Source: an optimization exercise on an open RTL-to-GDS flow (aim: small area, a short achievable clock period and few clock cycles per item). Production flows keep margins and buffers that such runs may drop. Only simulation tests tie the RTL to the original design; equivalence was not proved.

v6:
// nn_top
module nn_top (
    input  logic        clk,
    input  logic        rst_n,
    input  logic        in_valid_d,
    input  logic        in_valid_w1,
    input  logic        in_valid_w2,
    input  logic [15:0] data_point,
    input  logic [15:0] weight1,
    input  logic [15:0] weight2,
    output logic        out_valid,
    output logic [15:0] out
);
    logic                                         x_valid;
    logic [STEP_BITS-1:0]                         x_step;
    logic [STEP_BITS-1:0]                         count;
    logic [HIDDEN-1:0][WORD_BITS-1:0]             w1_head;
    logic [HIDDEN-1:0]                            w1_ok;
    logic [HIDDEN-1:0][WORD_BITS-1:0]             w2;
    logic [HIDDEN-1:0]                            w2_ok;
    sample_loader sample_loader_i (
        .clk          (clk),
        .rst_n        (rst_n),
        .in_valid_d   (in_valid_d),
        .count        (count),
        .x_valid      (x_valid),
        .x_step       (x_step)
    );
    weight_loader weight_loader_i (
        .clk         (clk),
        .rst_n       (rst_n),
        .in_valid_d  (in_valid_d),
        .count       (count),
        .in_valid_w1 (in_valid_w1),
        .weight1     (weight1),
        .in_valid_w2 (in_valid_w2),
        .weight2     (weight2),
        .w1_head     (w1_head),
        .w1_ok       (w1_ok),
        .w2          (w2),
        .w2_ok       (w2_ok)
    );
    forward_engine forward_engine_i (
        .clk          (clk),
        .rst_n        (rst_n),
        .in_valid_d   (in_valid_d),
        .data_point   (data_point),
        .count        (count),
        .x_valid      (x_valid),
        .x_step       (x_step),
        .w1_head      (w1_head),
        .w2           (w2),
        .w1_ok        (w1_ok),
        .w2_ok        (w2_ok),
        .out_valid    (out_valid),
        .out          (out)
  ...
Size in the first run: roughly 3100 cells after synthesis, about 540 flip-flops, ~70 I/O pins.
==> module forward_engine, before the edit <==
module forward_engine (
    input  logic                                                                   clk,
    input  logic                                                                   rst_n,
    input  logic                                                                   in_valid_d,
    input  logic [nn_num_pkg::WORD_BITS-1:0]                                       data_point,
    input  logic [nn_seq_pkg::STEP_BITS-1:0]                                       count,
    input  logic                                                                   x_valid,
    input  logic [nn_seq_pkg::STEP_BITS-1:0]                                       x_step,
    input  logic [nn_num_pkg::HIDDEN-1:0][nn_num_pkg::WORD_BITS-1:0]                 w1_head,
    input  logic [nn_num_pkg::HIDDEN-1:0]                                            w1_ok,
    input  logic [nn_num_pkg::HIDDEN-1:0][nn_num_pkg::WORD_BITS-1:0]                 w2,
    input  logic [nn_num_pkg::HIDDEN-1:0]                                            w2_ok,
    output logic                                                                   out_valid,
    output logic [nn_num_pkg::WORD_BITS-1:0]                                       out
);
    logic                             s2_valid;
    logic                             s2_last;
    logic                             acc_clear;  
    logic                             out_mul;    
    logic                             out_sum;    
    logic [HIDDEN-1:0][WORD_BITS-1:0] mac_a;      
    logic [HIDDEN-1:0][7:0]           mac_one;    
    logic [HIDDEN-1:0][7:0]           mac_two;
    logic [HIDDEN-1:0][7:0]           mac_neg;
    logic [HIDDEN-1:0][7:0]           w1_one, w1_two, w1_neg;   
    logic [HIDDEN-1:0][7:0]           w2_one, w2_two, w2_neg;   
    logic [HIDDEN-1:0][WORD_BITS-1:0] pp_s;       
    logic [HIDDEN-1:0][WORD_BITS-1:0] pp_c;
    logic [HIDDEN-1:0]                pp_ci;
    logic [HIDDEN-1:0][WORD_BITS-1:0] row_s;      
    logic [HIDDEN-1:0][WORD_BITS-1:0] row_c;
    logic [HIDDEN-1:0]                row_ci;
    logic [HIDDEN-1:0][WORD_BITS-1:0] acc;        
    logic [HIDDEN-1:0][WORD_BITS-1:0] acc_sum;    
    logic [HIDDEN-1:0][WORD_BITS-1:0] acc_cs_s;
    logic [HIDDEN-1:0][WORD_BITS-1:0] acc_cs_c;
    always_ff @(posedge clk or negedge rst_n) begin
        if (!rst_n) begin
            s2_valid <= 1'b0;
            s2_last  <= 1'b0;
            out_mul  <= 1'b0;
            out_sum  <= 1'b0;
        end else begin
            s2_valid <= x_valid;
            s2_last  <= x_valid && (x_step == LAST_WORD);
            out_mul  <= s2_last;
            out_sum  <= out_mul;
        end
    end
    for (genvar j = 0; j < HIDDEN; j++) begin : g_enc
        booth_enc enc1_i (
            .b   (w1_head[j]),
            .ok  (w1_ok[j]),
            .one (w1_one[j]),
            .two (w1_two[j]),
            .neg (w1_neg[j])
        );
        booth_enc enc2_i (
            .b   (w2[j]),
            .ok  (w2_ok[j]),
            .one (w2_one[j]),
            .two (w2_two[j]),
            .neg (w2_neg[j])
        );
    end
    always_ff @(posedge clk) begin
        for (int j = 0; j < HIDDEN; j++) begin
            if (s2_last) begin
                mac_a[j]   <= acc_sum[j][WORD_BITS-1] ? '0 : acc_sum[j];
                mac_one[j] <= w2_one[j];
                mac_two[j] <= w2_two[j];
                mac_neg[j] <= w2_neg[j];
            end else begin
                mac_a[j]   <= data_point;
                mac_one[j] <= w1_one[j];
                mac_two[j] <= w1_two[j];
                mac_neg[j] <= w1_neg[j];
            end
        end
    end
    for (genvar j = 0; j < HIDDEN; j++) begin : g_pp
        booth_pp pp_i (
            .a   (mac_a[j]),
            .one (mac_one[j]),
            .two (mac_two[j]),
            .neg (mac_neg[j]),
            .s   (pp_s[j]),
            .c   (pp_c[j]),
            .ci  (pp_ci[j])
        );
    end
    always_ff @(posedge clk) begin
        row_s  <= pp_s;
        row_c  <= pp_c;
        row_ci <= pp_ci;
    end
    always_comb begin
        for (int j = 0; j < HIDDEN; j++) begin
            acc_cs_s[j] = acc[j] ^ row_s[j] ^ row_c[j];
            acc_cs_c[j] = WORD_BITS'({(acc[j] & row_s[j]) | (acc[j] & row_c[j]) | (row_s[j] & row_c[j]), 1'b0});
            acc_sum[j]  = acc_cs_s[j] + acc_cs_c[j] + WORD_BITS'(row_ci[j]);
        end
    end
    assign acc_clear = (count == '0) && !x_valid && !s2_valid;
    always_ff @(posedge clk) begin
        if (s2_valid) begin
            acc <= acc_sum;
        end else if (acc_clear) begin
            acc <= '0;
        end
    end
    logic [WORD_BITS-1:0] out_total;
    out_sum out_sum_i (
        .s  (row_s),
        .c  (row_c),
        .ci (row_ci),
        .y  (out_total)
    );
    always_ff @(posedge clk or negedge rst_n) begin
        if (!rst_n) begin
            out_valid <= 1'b0;
            out       <= '0;
        end else if (out_sum) begin
            out_valid <= 1'b1;
            out       <= out_total;
        end else begin
            out_valid <= 1'b0;
            out       <= '0;
        end
    end
endmodule
export LEC_CHECK = 0
export ABC_AREA = 0
export ABC_CLOCK_PERIOD_IN_PS = 4000
export CAP_MARGIN = 20
export CORE_MARGIN = 2
export CORE_UTILIZATION = 40
export CTS_CLUSTER_DIAMETER = 80
export CTS_CLUSTER_SIZE = 24
export SETUP_SLACK_MARGIN = 5
export SLEW_MARGIN = 20
create_clock -name core_clock -period 12.0 [get_ports {clk}]
standard.sh (not shown) runs the stock make flow with config.mk's settings and CLKGATE_MAP_FILE= SYNTH_SCRIPT=/design/flow/synth_recipe.tcl, a recipe that flattens the netlist after the stock synthesis.
==> flow/flow/run.sh <==
#!/bin/bash
set -euo pipefail
MARGIN=${MARGIN:-8.4}
TNS=${TNS:-20}
PORTBUF=${PORTBUF:-sky130_fd_sc_hd__buf_2}
MATCH=${MATCH:-0}
# The standard synthesis, unchanged
bash standard.sh synth > synth.log 2>&1
# The rest of the standard flow with the wider repair margin
sed -e "s/SETUP_SLACK_MARGIN=[-0-9.]*/SETUP_SLACK_MARGIN=$MARGIN TNS_END_PERCENT=$TNS BUFFER_PORTS_ARGS='-buffer_cell $PORTBUF' MATCH_CELL_FOOTPRINT=$MATCH/" standard.sh > layout.sh
grep -q "SETUP_SLACK_MARGIN=$MARGIN" layout.sh
bash layout.sh finish > layout.log 2>&1
Testbench counts of v6, summed over its fixed seeds: cycles 12,808, items 1,600.
Modified inputs, v7 compared to v6
--- a/flow/design.v
+++ b/flow/design.v
@@ -175,20 +175,20 @@
             .neg (w2_neg[j])
         );
     end
     always_ff @(posedge clk) begin
         for (int j = 0; j < HIDDEN; j++) begin
-            if (s2_last) begin
-                mac_a[j]   <= acc_sum[j][WORD_BITS-1] ? '0 : acc_sum[j];
-                mac_one[j] <= w2_one[j];
-                mac_two[j] <= w2_two[j];
-                mac_neg[j] <= w2_neg[j];
-            end else begin
+            if (in_valid_d) begin
                 mac_a[j]   <= data_point;
                 mac_one[j] <= w1_one[j];
                 mac_two[j] <= w1_two[j];
                 mac_neg[j] <= w1_neg[j];
+            end else begin
+                mac_a[j]   <= acc_sum[j][WORD_BITS-1] ? '0 : acc_sum[j];
+                mac_one[j] <= w2_one[j];
+                mac_two[j] <= w2_two[j];
+                mac_neg[j] <= w2_neg[j];
             end
         end
     end
     for (genvar j = 0; j < HIDDEN; j++) begin : g_pp
         booth_pp pp_i (
## What came out
v7 vs v6: post-synthesis area per instance down slightly. Summary of v7 over v6: number of cells upsized or downsized after cts decreased by 12 relative to the old numbers; post-detailed-placement cell area -180 µm². Summary: with v6 as the reference, detailed-route via count in v7 moved up slightly. [v7] layout overhead on the synthesized area rose 0.86 points relative to v6.
Testbench counts of v7, summed over its fixed seeds: cycles 12,808, items 1,600.

Starting RTL as in the previous note.
==> flow/config.mk <==
export PLATFORM = sky130hd
export DESIGN_NAME = nn_top
export DESIGN_NICKNAME = nn_top
export VERILOG_FILES = /design/flow/design.v
export SDC_FILE = /design/flow/constraint.sdc
export NUM_CORES = 4
export LEC_CHECK = 0
export ABC_AREA = 0
export ABC_CLOCK_PERIOD_IN_PS = 4000
export CAP_MARGIN = 20
export CORE_MARGIN = 2
export CORE_UTILIZATION = 40
export CTS_CLUSTER_DIAMETER = 80
export CTS_CLUSTER_SIZE = 24
export SETUP_SLACK_MARGIN = 5
export SLEW_MARGIN = 20
==> flow/constraint.sdc <==
create_clock -name core_clock -period 12.0 [get_ports {clk}]
set_input_delay 2.4000 -clock core_clock [delete_from_list [all_inputs] [get_ports {clk}]]
set_output_delay 2.4000 -clock core_clock [all_outputs]
set_load 0.01 [all_outputs]
==> flow/flow/run.sh <==
#!/bin/bash
set -euo pipefail
MARGIN=${MARGIN:-8.4}
TNS=${TNS:-20}
PORTBUF=${PORTBUF:-sky130_fd_sc_hd__buf_2}
# The standard synthesis, unchanged
bash standard.sh synth > synth.log 2>&1
# The rest of the standard flow with the wider repair margin
sed -e "s/SETUP_SLACK_MARGIN=[-0-9.]*/SETUP_SLACK_MARGIN=$MARGIN TNS_END_PERCENT=$TNS BUFFER_PORTS_ARGS='-buffer_cell $PORTBUF'/" standard.sh > layout.sh
grep -q "SETUP_SLACK_MARGIN=$MARGIN" layout.sh
bash layout.sh finish > layout.log 2>&1
Testbench counts at the start, summed over its fixed seeds: cycles 12,808, items 1,600.
Change:
--- a/flow/design.v
+++ b/flow/design.v
@@ -175,20 +175,20 @@
             .neg (w2_neg[j])
         );
     end
     always_ff @(posedge clk) begin
         for (int j = 0; j < HIDDEN; j++) begin
-            if (s2_last) begin
-                mac_a[j]   <= acc_sum[j][WORD_BITS-1] ? '0 : acc_sum[j];
-                mac_one[j] <= w2_one[j];
-                mac_two[j] <= w2_two[j];
-                mac_neg[j] <= w2_neg[j];
-            end else begin
+            if (in_valid_d) begin
                 mac_a[j]   <= data_point;
                 mac_one[j] <= w1_one[j];
                 mac_two[j] <= w1_two[j];
                 mac_neg[j] <= w1_neg[j];
+            end else begin
+                mac_a[j]   <= acc_sum[j][WORD_BITS-1] ? '0 : acc_sum[j];
+                mac_one[j] <= w2_one[j];
+                mac_two[j] <= w2_two[j];
+                mac_neg[j] <= w2_neg[j];
             end
         end
     end
     for (genvar j = 0; j < HIDDEN; j++) begin : g_pp
         booth_pp pp_i (
Outcome: Setup slack gains 0.030 ns. Die area drops by 0.73%. Non-clock buffer count climbs by 2. Via count climbs by 0.83%. Utilization climbs by 0.16 points. Wire length climbs by 4.3%. Clock-buffer cell count drops by 1.
Testbench counts after the change, summed over its fixed seeds: cycles 12,808, items 1,600.

afterwards: timing with drivers on the ports:
No port has a modelled driver above. Below, the same layouts with a new extraction and two added sets of constraints. Step 1, drivers: a clkbuf_16 drives clk and a buf_2 each remaining input, both assumed. Step 2, shift: input delay + t, output delay - t, t = (earliest + latest rising clock arrival at the registers) / 2. This alone moves slack from input paths to output paths. Three values: ideal ports, drivers, drivers and shift; two values: the first two.
| run | shift t [ns] | setup WS [ns] | hold WS [ns] | worst setup path after step 2 | clock arrival spread, ns |
|---|---|---|---|---|---|
| v6 | 0.688 | 8.433 / 8.414 / 7.857 | 0.352 / 0.352 / 0.352 | input to register | 0.037 / 0.037 |
| v7 | 0.698 | 8.406 / 8.383 / 7.850 | 0.376 / 0.376 / 0.376 | input to register | 0.025 / 0.025 |
| the first run of note 2 | 0.683 | 8.367 / 8.367 / 7.869 | 0.360 / 0.360 / 0.360 | input to register | 0.066 / 0.066 |
| the second run of note 2 | 0.696 | 8.397 / 8.397 / 7.802 | 0.355 / 0.355 / 0.355 | input to register | 0.029 / 0.030 |
After both steps setup and hold are still met in every run listed. The setup slack of the second run of note 2, which loses most, moves by 0.000 ns with the drivers and by -0.595 ns with both steps.
